Context: an optimization exercise on an open-source flow, tuned for small area, a short achievable clock period and few clock cycles per item. The choices shown serve that exercise and are no tape-out recipe. In this exercise RTL edits were held to simulation tests only and were not proved equivalent to the original. Power is estimated from default activity; no workload was simulated.

==> flow/design.v <==
`timescale 1ns/1ns
package exec_pkg;
   localparam int GHSR_WIDTH_DEFAULT = 8;
   typedef enum logic [3:0] {
      ALU_ADD   = 4'd0,
      ALU_SUB   = 4'd1,
      ALU_SLL   = 4'd2,
      ALU_SLT   = 4'd3,
      ALU_SLTU  = 4'd4,
      ALU_XOR   = 4'd5,
      ALU_SRL   = 4'd6,
      ALU_SRA   = 4'd7,
      ALU_OR    = 4'd8,
      ALU_AND   = 4'd9,
      ALU_LUI   = 4'd10,  
      ALU_MUL   = 4'd11,
      ALU_MULHU = 4'd12,
      ALU_DIVU  = 4'd13,
      ALU_REMU  = 4'd14
   } alu_op_type;
   typedef enum logic [2:0] {
      BR_EQ  = 3'd0,
      BR_NE  = 3'd1,
      BR_LT  = 3'd2,
      BR_GE  = 3'd3,
      BR_LTU = 3'd4,
      BR_GEU = 3'd5
   } branch_op_type;
   typedef enum logic [1:0] {
      MEM_BYTE = 2'd0,
      MEM_HALF = 2'd1,
      MEM_WORD = 2'd2
   } mem_size_type;
   typedef enum logic [1:0] {
      FWD_NONE   = 2'b00,  
      FWD_MEM_WB = 2'b01,
      FWD_EX_MEM = 2'b10
   } fwd_sel_type;
   typedef struct packed {
      alu_op_type    alu_op;
      logic          alu_src;    
      logic          is_branch;
      branch_op_type branch_op;
      logic          is_jump;    
      logic          is_jumpr;   
      logic          mem_read;
      logic          mem_write;
      mem_size_type  mem_size;
      logic          is_mul;     
   } control_type;
   typedef struct packed {
      logic                          pred_taken;
      logic [31:0]                   pred_target;
      logic [GHSR_WIDTH_DEFAULT-1:0] pred_ghsr;  
   } branch_predict_type;
endpackage
`timescale 1ns/1ns
import exec_pkg::*;
module operand_select (
   input  logic [31:0] data1,
   input  logic [31:0] data2,
   input  logic [31:0] immediate_data,
   input  logic [31:0] pc,
   input  exec_pkg::control_type control_in,
   input  logic [1:0]  fwd_sel_rs1,
   input  logic [1:0]  fwd_sel_rs2,
   input  logic [31:0] fwd_data_ex_mem,
   input  logic [31:0] fwd_data_mem_wb,
   output logic [31:0] ops_rs1,
   output logic [31:0] ops_rs2,
   output logic [31:0] ops_alu_left,
   output logic [31:0] ops_alu_right,
   output logic [31:0] ops_imm,
   output logic [31:0] ops_pc,
   output exec_pkg::control_type ops_ctrl
);
   function automatic logic [31:0] fwd_pick(input logic [1:0] sel, input logic [31:0] rf_data);
      logic [31:0] value;
      case (sel)
         FWD_MEM_WB: value = fwd_data_mem_wb;
         FWD_EX_MEM: value = fwd_data_ex_mem;
         default:    value = rf_data;  
      endcase
      fwd_pick = value;
   endfunction
   always_comb begin
      ops_rs1 = fwd_pick(fwd_sel_rs1, data1);
      ops_rs2 = fwd_pick(fwd_sel_rs2, data2);
      ops_alu_left = ops_rs1;
      if (control_in.alu_src) begin
         ops_alu_right = immediate_data;  
      end else begin
         ops_alu_right = ops_rs2;
      end
   end
   assign ops_imm  = immediate_data;
   assign ops_pc   = pc;
   assign ops_ctrl = control_in;
endmodule
`timescale 1ns/1ns
import exec_pkg::*;
module alu (
   input  logic [31:0] ops_rs1,
   input  logic [31:0] ops_rs2,
   input  logic [31:0] ops_alu_left,
   input  logic [31:0] ops_alu_right,
   input  logic [31:0] ops_imm,
   input  logic [31:0] ops_pc,
   input  exec_pkg::control_type ops_ctrl,
   output logic [31:0] alu_result
);
   logic [4:0]  shamt;
   logic [31:0] left;
   logic [31:0] right;
   assign left  = ops_alu_left;
   assign right = ops_alu_right;
   assign shamt = right[4:0];  
   always_comb begin
      case (ops_ctrl.alu_op)
         ALU_ADD:  alu_result = left + right;
         ALU_SUB:  alu_result = left - right;
         ALU_SLL:  alu_result = left << shamt;
         ALU_SLT: begin
            alu_result = {31'd0, $signed(left) < $signed(right)};
         end
         ALU_SLTU: begin
            alu_result = {31'd0, left < right};
         end
         ALU_XOR:  alu_result = left ^ right;
         ALU_SRL:  alu_result = left >> shamt;
         ALU_SRA: begin
            alu_result = $unsigned($signed(left) >>> shamt);
         end
         ALU_OR:   alu_result = left | right;
         ALU_AND:  alu_result = left & right;
         ALU_LUI:  alu_result = right;  
         default:  alu_result = 32'd0;  
      endcase
   end
endmodule
`timescale 1ns/1ns
import exec_pkg::*;
module branch_unit #(
   parameter int GHSR_WIDTH = exec_pkg::GHSR_WIDTH_DEFAULT
) (
   input  logic [31:0] ops_rs1,
   input  logic [31:0] ops_rs2,
   input  logic [31:0] ops_alu_left,
   input  logic [31:0] ops_alu_right,
   input  logic [31:0] ops_imm,
   input  logic [31:0] ops_pc,
   input  exec_pkg::control_type ops_ctrl,
   input  exec_pkg::branch_predict_type      branch_predict,
   output logic                    branch_taken,
   output logic [31:0]             branch_target_pc,
   output logic [31:0]             link_pc,
   output logic                    branch_flush,
   output logic                    update_ghsr,
   output logic [GHSR_WIDTH-1:0]   ghsr_restore
);
   logic        cond_true;
   logic        is_ctrl_flow;
   logic        dir_wrong;
   logic        target_wrong;
   logic [31:0] jalr_sum;
   always_comb begin
      case (ops_ctrl.branch_op)
         BR_EQ:   cond_true = (ops_rs1 == ops_rs2);
         BR_NE:   cond_true = (ops_rs1 != ops_rs2);
         BR_LT:   cond_true = ($signed(ops_rs1) < $signed(ops_rs2));
         BR_GE:   cond_true = ($signed(ops_rs1) >= $signed(ops_rs2));
         BR_LTU:  cond_true = (ops_rs1 < ops_rs2);
         BR_GEU:  cond_true = (ops_rs1 >= ops_rs2);
         default: cond_true = 1'b0;
      endcase
   end
   assign is_ctrl_flow = ops_ctrl.is_branch | ops_ctrl.is_jump | ops_ctrl.is_jumpr;
   assign branch_taken = ops_ctrl.is_jump | ops_ctrl.is_jumpr
                       | (ops_ctrl.is_branch & cond_true);
   assign jalr_sum = ops_rs1 + ops_imm;
   always_comb begin
      if (ops_ctrl.is_jumpr) begin
         branch_target_pc = {jalr_sum[31:1], 1'b0};  
      end else begin
         branch_target_pc = ops_pc + ops_imm;
      end
   end
   assign link_pc = ops_pc + 32'd4;
   assign dir_wrong    = (branch_taken != branch_predict.pred_taken);
   assign target_wrong = branch_taken & (branch_predict.pred_target != branch_target_pc);
   assign branch_flush = is_ctrl_flow & (dir_wrong | target_wrong);
   assign update_ghsr  = ops_ctrl.is_branch;
   assign ghsr_restore = {branch_predict.pred_ghsr[GHSR_WIDTH-2:0], branch_taken};
endmodule
`timescale 1ns/1ns
import exec_pkg::*;
module mul_div (
   input  logic        clk,
   input  logic        reset,
   input  logic [31:0] ops_rs1,
   input  logic [31:0] ops_rs2,
   input  logic [31:0] ops_alu_left,
   input  logic [31:0] ops_alu_right,
   input  logic [31:0] ops_imm,
   input  logic [31:0] ops_pc,
   input  exec_pkg::control_type ops_ctrl,
   output logic [31:0] muldiv_result,
   output logic        muldiv_ready
);
   typedef enum logic [1:0] {
      IDLE,
      BUSY,
      DONE
   } state_type;
   state_type   state;
   logic [5:0]  step_cnt;     
   exec_pkg::alu_op_type op_q;
   logic        is_div_q;
   logic [31:0] hi_q;         
   logic [31:0] lo_q;         
   logic [31:0] operand_q;    
   logic [31:0] result_q;
   logic [31:0] hi_next;
   logic [31:0] lo_next;
   logic [32:0] mul_sum;
   logic [32:0] div_shift;
   logic [32:0] div_trial;
   always_comb begin
      mul_sum   = {1'b0, hi_q} + (lo_q[0] ? {1'b0, operand_q} : 33'd0);
      div_shift = {hi_q, lo_q[31]};
      div_trial = div_shift - {1'b0, operand_q};
      if (is_div_q) begin
         if (!div_trial[32]) begin
            hi_next = div_trial[31:0];
            lo_next = {lo_q[30:0], 1'b1};
         end else begin
            hi_next = div_shift[31:0];  
            lo_next = {lo_q[30:0], 1'b0};
         end
      end else begin
         hi_next = mul_sum[32:1];
         lo_next = {mul_sum[0], lo_q[31:1]};
      end
   end
   always_ff @(posedge clk) begin
      if (reset) begin
         state    <= IDLE;
         step_cnt <= 6'd0;
      end else begin
         case (state)
            IDLE: if (ops_ctrl.is_mul) begin
               state    <= BUSY;
               step_cnt <= 6'd0;
            end
            BUSY: begin
               if (step_cnt == 6'd32) begin
                  state <= DONE;
               end
               step_cnt <= step_cnt + 6'd1;
            end
            DONE: if (!ops_ctrl.is_mul) begin
               state <= IDLE;  
            end
            default: state <= IDLE;
         endcase
      end
   end
   always_ff @(posedge clk) begin
      if (state == IDLE) begin
         op_q      <= ops_ctrl.alu_op;
         is_div_q  <= (ops_ctrl.alu_op == ALU_DIVU) || (ops_ctrl.alu_op == ALU_REMU);
         hi_q      <= 32'd0;
         lo_q      <= ops_rs1;
         operand_q <= ops_rs2;
      end else if (state == BUSY && step_cnt != 6'd32) begin
         hi_q <= hi_next;
         lo_q <= lo_next;
      end
      if (state == BUSY && step_cnt == 6'd32) begin
         result_q <= (op_q == ALU_MULHU || op_q == ALU_REMU) ? hi_q : lo_q;
      end
   end
   assign muldiv_result = result_q;
   assign muldiv_ready  = (state == DONE);
endmodule
`timescale 1ns/1ns
import exec_pkg::*;
module result_select (
   input  logic [31:0] ops_rs1,
   input  logic [31:0] ops_rs2,
   input  logic [31:0] ops_alu_left,
   input  logic [31:0] ops_alu_right,
   input  logic [31:0] ops_imm,
   input  logic [31:0] ops_pc,
   input  exec_pkg::control_type ops_ctrl,
   input  logic [31:0] alu_result,
   input  logic [31:0] link_pc,
   input  logic [31:0] muldiv_result,
   output logic [31:0] rd_data,
   output logic [31:0] memory_addr,
   output logic [31:0] memory_data
);
   assign memory_addr = ops_rs1 + ops_imm;
   always_comb begin
      case (ops_ctrl.mem_size)
         MEM_BYTE: memory_data = {4{ops_rs2[7:0]}};
         MEM_HALF: memory_data = {2{ops_rs2[15:0]}};
         default:  memory_data = ops_rs2;
      endcase
   end
   always_comb begin
      if (ops_ctrl.is_jump || ops_ctrl.is_jumpr) begin
         rd_data = link_pc;        
      end else if (ops_ctrl.mem_read || ops_ctrl.mem_write) begin
         rd_data = memory_addr;
      end else if (ops_ctrl.is_mul) begin
         rd_data = muldiv_result;
      end else begin
         rd_data = alu_result;
      end
   end
endmodule
`timescale 1ns/1ns
import exec_pkg::*;
module execute_stage #(
   parameter int GHSR_WIDTH = exec_pkg::GHSR_WIDTH_DEFAULT
) (
   input  logic                  clk,
   input  logic                  reset,
   input  logic [31:0]           data1,
   input  logic [31:0]           data2,
   input  logic [31:0]           pc,
   input  logic [31:0]           immediate_data,
   input  logic [15:0]           control_in,      
   input  logic [40:0]           branch_predict,  
   input  logic [1:0]            fwd_sel_rs1,     
   input  logic [1:0]            fwd_sel_rs2,
   input  logic [31:0]           fwd_data_ex_mem,
   input  logic [31:0]           fwd_data_mem_wb,
   output logic [15:0]           control_out,
   output logic [31:0]           rd_data,
   output logic [31:0]           branch_target_pc,
   output logic                  branch_flush,
   output logic [31:0]           memory_data,
   output logic [31:0]           memory_addr,
   output logic                  ex2if_branch_valid,
   output logic                  ex2if_branch_taken,
   output logic [31:0]           ex2if_branch_addr,
   output logic [31:0]           ex2if_branch_target_addr,
   output logic                  ex2if_branch_update_ghsr,
   output logic [GHSR_WIDTH-1:0] ex2if_ghsr_restore,
   output logic                  muldiv_ready
);
   exec_pkg::control_type        ctrl;
   exec_pkg::branch_predict_type bp;
   logic [31:0] alu_result;
   logic [31:0] muldiv_result;
   logic [31:0] link_pc;
   logic [31:0] ops_rs1;
   logic [31:0] ops_rs2;
   logic [31:0] ops_alu_left;
   logic [31:0] ops_alu_right;
   logic [31:0] ops_imm;
   logic [31:0] ops_pc;
   exec_pkg::control_type ops_ctrl;
   operand_select operand_select_i (
      .data1           (data1),
      .data2           (data2),
      .immediate_data  (immediate_data),
      .pc              (pc),
      .control_in      (ctrl),
      .fwd_sel_rs1     (fwd_sel_rs1),
      .fwd_sel_rs2     (fwd_sel_rs2),
      .fwd_data_ex_mem (fwd_data_ex_mem),
      .fwd_data_mem_wb (fwd_data_mem_wb),
      .ops_rs1       (ops_rs1),
      .ops_rs2       (ops_rs2),
      .ops_alu_left  (ops_alu_left),
      .ops_alu_right (ops_alu_right),
      .ops_imm       (ops_imm),
      .ops_pc        (ops_pc),
      .ops_ctrl      (ops_ctrl)
   );
   alu alu_i (
      .ops_rs1       (ops_rs1),
      .ops_rs2       (ops_rs2),
      .ops_alu_left  (ops_alu_left),
      .ops_alu_right (ops_alu_right),
      .ops_imm       (ops_imm),
      .ops_pc        (ops_pc),
      .ops_ctrl      (ops_ctrl),
      .alu_result (alu_result)
   );
   branch_unit #(
      .GHSR_WIDTH (GHSR_WIDTH)
   ) branch_unit_i (
      .ops_rs1       (ops_rs1),
      .ops_rs2       (ops_rs2),
      .ops_alu_left  (ops_alu_left),
      .ops_alu_right (ops_alu_right),
      .ops_imm       (ops_imm),
      .ops_pc        (ops_pc),
      .ops_ctrl      (ops_ctrl),
      .branch_predict   (bp),
      .branch_taken     (ex2if_branch_taken),
      .branch_target_pc (branch_target_pc),
      .link_pc          (link_pc),
      .branch_flush     (branch_flush),
      .update_ghsr      (ex2if_branch_update_ghsr),
      .ghsr_restore     (ex2if_ghsr_restore)
   );
   mul_div mul_div_i (
      .clk           (clk),
      .reset         (reset),
      .ops_rs1       (ops_rs1),
      .ops_rs2       (ops_rs2),
      .ops_alu_left  (ops_alu_left),
      .ops_alu_right (ops_alu_right),
      .ops_imm       (ops_imm),
      .ops_pc        (ops_pc),
      .ops_ctrl      (ops_ctrl),
      .muldiv_result (muldiv_result),
      .muldiv_ready  (muldiv_ready)
   );
   result_select result_select_i (
      .ops_rs1       (ops_rs1),
      .ops_rs2       (ops_rs2),
      .ops_alu_left  (ops_alu_left),
      .ops_alu_right (ops_alu_right),
      .ops_imm       (ops_imm),
      .ops_pc        (ops_pc),
      .ops_ctrl      (ops_ctrl),
      .alu_result    (alu_result),
      .link_pc       (link_pc),
      .muldiv_result (muldiv_result),
      .rd_data       (rd_data),
      .memory_addr   (memory_addr),
      .memory_data   (memory_data)
   );
   assign ctrl = control_in;
   assign bp   = branch_predict;
   assign ex2if_branch_valid       = ctrl.is_branch | ctrl.is_jump | ctrl.is_jumpr;
   assign ex2if_branch_addr        = pc;
   assign ex2if_branch_target_addr = branch_target_pc;
   assign control_out = control_in;
endmodule
==> flow/run.sh <==
#!/bin/bash
# synth_recipe.tcl (not shown) runs the flow's synth.tcl, then flattens the netlist and writes it again
# the make line also repeats each setting of config.mk as NAME=value (left out here)
make -C /OpenROAD-flow-scripts/flow DESIGN_CONFIG=/design/flow/config.mk WORK_HOME=/design/flow/orfs CLKGATE_MAP_FILE= SYNTH_SCRIPT=/design/flow/synth_recipe.tcl finish
==> flow/config.mk <==
export PLATFORM = sky130hd
export DESIGN_NAME = execute_stage
export DESIGN_NICKNAME = execute_stage
export VERILOG_FILES = /design/flow/design.v
export SDC_FILE = /design/flow/constraint.sdc
export NUM_CORES = 4
export LEC_CHECK = 0
export CAP_MARGIN = 20
export CORE_MARGIN = 2
export CORE_UTILIZATION = 40
export SETUP_SLACK_MARGIN = 0.3
export SLEW_MARGIN = 20
==> flow/constraint.sdc <==
create_clock -name core_clock -period 10.0 [get_ports {clk}]
set_input_delay 2.0000 -clock core_clock [delete_from_list [all_inputs] [get_ports {clk}]]
set_output_delay 2.0000 -clock core_clock [all_outputs]
set_load 0.01 [all_outputs]
==> results.txt <==
-- sequential cells by signal, summed over array words and instances, names as in the netlist --
signal and cells:
mul_div_i.operand_q 32, mul_div_i.result_q 32, mul_div_i.op_q 3, mul_div_i.step_cnt 6, mul_div_i.lo_q 32, mul_div_i.hi_q 32
mul_div_i.state 2, mul_div_i.is_div_q 1
-- cell type report --
type,count,area (um2)
fill,7035,32900
multi-input combinational,3285,21900
antenna,4,10.0
tap,931,1160
clock buffer,17,425
sequential,140,3800
timing repair buffer,847,7620
clock inverter,15,136
inverter,209,786
-- where the power goes --
group | switching (W) | total, W | internal [W]
Clock | 0.000277 | 0.000623 | 0.000346
Sequential | 0.0000517 | 0.000752 | 0.000700
Combinational | 0.00193 | 0.00326 | 0.00133
Total | 0.00225 | 0.00463 | 0.00238
-- cell usage in the layout (no fill, tap or decap), types with 87 or more instances in the layout --
| master | count |
|---|---|
| sky130_fd_sc_hd__xnor2_1 | 90 |
| sky130_fd_sc_hd__nand2_1 | 443 |
| sky130_fd_sc_hd__edfxtp_1 | 100 |
| sky130_fd_sc_hd__buf_4 | 376 |
| sky130_fd_sc_hd__o21ai_0 | 307 |
| sky130_fd_sc_hd__nor2_1 | 357 |
| sky130_fd_sc_hd__a22oi_1 | 87 |
| sky130_fd_sc_hd__ha_1 | 261 |
| sky130_fd_sc_hd__inv_1 | 204 |
| sky130_fd_sc_hd__clkdlybuf4s50_1 | 453 |
| sky130_fd_sc_hd__a21oi_1 | 398 |
| sky130_fd_sc_hd__mux2i_1 | 88 |
-- critical path, stage by stage --
cell	delay [ps]
sky130_fd_sc_hd__clkdlybuf4s50_1	490
sky130_fd_sc_hd__inv_1	70
sky130_fd_sc_hd__ha_4	270
sky130_fd_sc_hd__clkbuf_4	200
sky130_fd_sc_hd__buf_4	140
sky130_fd_sc_hd__nor2b_1	140
sky130_fd_sc_hd__buf_4	130
sky130_fd_sc_hd__o31a_2	420
sky130_fd_sc_hd__inv_2	90
sky130_fd_sc_hd__buf_4	620
sky130_fd_sc_hd__mux2i_1	250
sky130_fd_sc_hd__o21ai_0	270
sky130_fd_sc_hd__nor2_1	60
sky130_fd_sc_hd__a31oi_1	290
sky130_fd_sc_hd__a21oi_1	120
sky130_fd_sc_hd__buf_4	200
sky130_fd_sc_hd__a221o_1	360
sky130_fd_sc_hd__a31oi_1	500
sky130_fd_sc_hd__a221oi_1	260
sky130_fd_sc_hd__buf_4	220
sky130_fd_sc_hd__clkdlybuf4s50_1	530
-- metal layers --
| metal | track usage | up-vias |
|---|---|---|
| li1 | - | 15664 |
| met3 | 0.0726 | 325 |
| met5 | 0 | - |
| met4 | 0.212 | 4 |
| met2 | 0.660 | 1884 |
| met1 | 0.539 | 16339 |
-- metrics by stage --
step	instance area [um2]	setup slack, ps
4_1_cts	35600	215
3_3_place_gp	34900	-512
5_1_grt	35800	205
2_1_floorplan	27800	1140
3_5_place_dp	34900	-493
6_report	35800	334
-- synth_stat cells (18+ instances only) --
master	instances	area, um2
sky130_fd_sc_hd__o21ai_0	314	1570
sky130_fd_sc_hd__mux2_2	43	484
sky130_fd_sc_hd__and3_1	36	225
sky130_fd_sc_hd__a221oi_1	46	403
sky130_fd_sc_hd__buf_4	98	736
sky130_fd_sc_hd__o21bai_1	29	218
sky130_fd_sc_hd__a31oi_1	47	294
sky130_fd_sc_hd__nand4_1	32	200
sky130_fd_sc_hd__dfxtp_1	40	801
sky130_fd_sc_hd__buf_2	28	140
sky130_fd_sc_hd__buf_1	29	109
sky130_fd_sc_hd__nor4_1	18	113
sky130_fd_sc_hd__a22oi_1	88	661
sky130_fd_sc_hd__o22ai_1	30	188
sky130_fd_sc_hd__edfxtp_1	100	3000
sky130_fd_sc_hd__or2_2	21	131
sky130_fd_sc_hd__a211oi_1	82	616
sky130_fd_sc_hd__o21ai_1	50	250
sky130_fd_sc_hd__nand2b_1	35	219
sky130_fd_sc_hd__clkbuf_1	181	679
sky130_fd_sc_hd__mux2i_1	89	891
sky130_fd_sc_hd__ha_1	265	3320
sky130_fd_sc_hd__a21o_1	78	586
sky130_fd_sc_hd__nand3_1	85	425
sky130_fd_sc_hd__o21a_1	31	233
sky130_fd_sc_hd__nor2_1	362	1360
sky130_fd_sc_hd__nand2_1	443	1660
sky130_fd_sc_hd__o221ai_1	23	201
sky130_fd_sc_hd__and2_1	49	307
sky130_fd_sc_hd__xor2_1	64	561
sky130_fd_sc_hd__inv_1	204	766
sky130_fd_sc_hd__a21oi_1	408	2040
sky130_fd_sc_hd__xnor2_1	91	797
sky130_fd_sc_hd__nor2b_1	37	231
sky130_fd_sc_hd__a2111oi_0	20	175
sky130_fd_sc_hd__nor3_1	46	230
sky130_fd_sc_hd__o211ai_1	58	435
-- cells by family after synthesis --
logic type | after synthesis | share of synthesized area
buffers and inverters | 545 | 0.0880
DFF | 140 | 0.137
adders and majority gates | 271 | 0.124
muxes | 137 | 0.0531
AOI/OAI and AO/OA | 1481 | 0.343
xor gates and xnor gates | 158 | 0.0512
and+or+nand+nor | 1238 | 0.205
-- timing repair --
| item | in CTS | in global routing |
|---|---|---|
| gates resized for setup | 17 | 50 |
| endpoints found under the hold margin | 0 | 0 |
| buffers inserted | 1 | 4 |
| setup endpoints to repair | 10 | 17 |
| cloned | 0 | 0 |
| pin swaps | 1 | 12 |
-- path summary, 6_finish.rpt --
kind / slack [ps] / from / cells past startpoint / endpoint
worst max-delay path: 330 / fwd_sel_rs2[0] / 21 / rd_data[12]
worst min register to register: 500 / mul_div_i.step_cnt[4]$_SDFFE_PP0P_ / 2 / mul_div_i.step_cnt[4]$_SDFFE_PP0P_
worst min-delay path: 500 / mul_div_i.step_cnt[4]$_SDFFE_PP0P_ / 2 / mul_div_i.step_cnt[4]$_SDFFE_PP0P_
worst max register to register: 5020 / mul_div_i.lo_q[31]$_DFFE_PP_ / 15 / mul_div_i.lo_q[0]$_DFFE_PP_
==> parameters.txt <==
Parameter                              Value

Pwr
  Total chip power ... 0.00463 W
  Pwr per Cell Area ... 129 nW/um2
  Worst VDD drop ... 126 uV
  Leakage power summed over all cells ... 15.1 nW

Global routing
  Number of global-route vias before repair ... 31,992
  Total GRT Usage ... 0.415
  Number of antenna violations at the first check in global routing ... 5
  Maximum number of pins on one net before global-route repair ... 78
  First-pass GRT wire length ... 218,000 um
  Sum of overflow across all layers after global routing ... 0

Detailed routing
  Met3 wire length ... 14,500 um
  Topmost layer with routed signal wires ... met5
  Total via count in the routed design ... 34,216
  Metal2 WL ... 68,000 um
  Average via count per standard cell ... 6.28
  Residual antenna-violating net count after detailed routing ... 0
  Detailed router's first-iteration violation count ... 4,544
  DRC violation count after routing ... 0
  Average wire per standard cell ... 28.2 um
  Initial DRT Pass Iterations ... 7
  M1 wire length ... 62,300 um
  Detailed-route wire length ... 154,000 um

Layout
  Core occupancy in the finished layout ... 0.522
  Net count of the finished layout ... 5,026
  Area growth from synthesis to layout ... 28.8%
  Filler-free cell count of the finished design ... 5,448
  Fraction of final layout cells sized beyond drive strength 1 ... 0.130

Placed design
  DP HPWL ... 126,000 um
  # port buffers ... 460
  Number of cells after detailed placement ... 5,407
  Last weighted congestion value of the routability-driven placer ... 1.06

Timing
  Max-slew headroom ... 0.284
  Ratio of final minimum period to clock period ... 0.967
  Final sum of negative setup slack ... 0 ps
  Least-Margin Pin Slew ... 1070 ps
  Maximum frequency from static timing analysis ... 0.103 GHz
  Hold Violations, Final ... 0
  Unrepaired setup endpoints after global routing ... true
  Number of endpoints failing setup at the final stage ... 0
  Hold slack final ... 495 ps
  Number of slew-limit violations in the final report ... 0
  Final Critical Period ... 9670 ps
  Worst Skew ... 11.0 ps

Clock network
  Inserted Clock Buffers ... 17
  Root Driver ... sky130_fd_sc_hd__clkbuf_16
  Total clock sinks ... 140
  CTS tree ... yes
  Clock insertion delay at the later pin of the skew report ... 440 ps
  Depth of the CTS H-tree ... 4
  Clk buf depth ... 2
  Post-CTS Hold Fix Bufs ... 0
  Clock-pin transition on the worst setup and hold timing paths ... 70 ps

Synth
  Mapped Nets ... 4,496
  Gate Count Post-Synth ... 3,970
  Synthesized area per cell ... 7.01 um2
  Number of flops mapped to enable cells by yosys ... 100
  Cell Area, Synth ... 27,800 um2
  Number of flip-flops and latches in the synthesized netlist ... 140
  Portion of the post-synthesis area used by sequential elements ... 0.137
  Fraction of synthesis flops using an asynchronous set or reset pin ... 0
  Yosys synthesis warning count ... 5
  Synth cell types ... 99
  Most frequently used flop master after synthesis ... sky130_fd_sc_hd__edfxtp_1

Setup path
  Critical path startpoint category ... input pin
  Top fanout value on the critical path ... 68
  CP required ... 8000 ps
  Arrival time worst endpoint ... 7670 ps
  Type of the worst setup path ... in -> out
  Kind of end point of the critical path ... primary output

Min path
  Path class of the lowest-slack min-delay path ... reg -> reg

Run
  Max-capacitance violation count ... 0

Die
  Starting utilization of the core area ... 0.405
  Placeable core region ... 68,700 um2
  Chip height ... 268 um
  Die Wd ... 268 um
  Area of the die ... 71,700 um2
  Ports ... 476
  FP Rows ... 96

Status
  Outcome ... no timing/DRC/antenna violations
Testbench counts, summed over its fixed seeds: cycles 91,450, instrs 24,164.

==> separate check: timing with driven ports <==
The flow's constraints put no driver on any port. The routed layout listed below was extracted and timed again, unchanged, in two steps.
Step 1 assumes that a clkbuf_16 drives the clock port and a buf_2 every other input.
Step 2 also shifts input and output timing later by t, the mid clock arrival at the registers, as if the neighbouring blocks saw the same clock.
Three values: ideal, step 1, step 2; two values: the first two.
t (ns): 0.482
slack for setup (ns): 0.334 / 0.275 / 0.275
hold slack, ns: 0.495 / 0.495 / 0.495
worst setup path after step 2: input to output
After both steps setup and hold are still met in this run. The setup slack of this run moves by -0.059 ns with the drivers and by -0.059 ns with both steps.
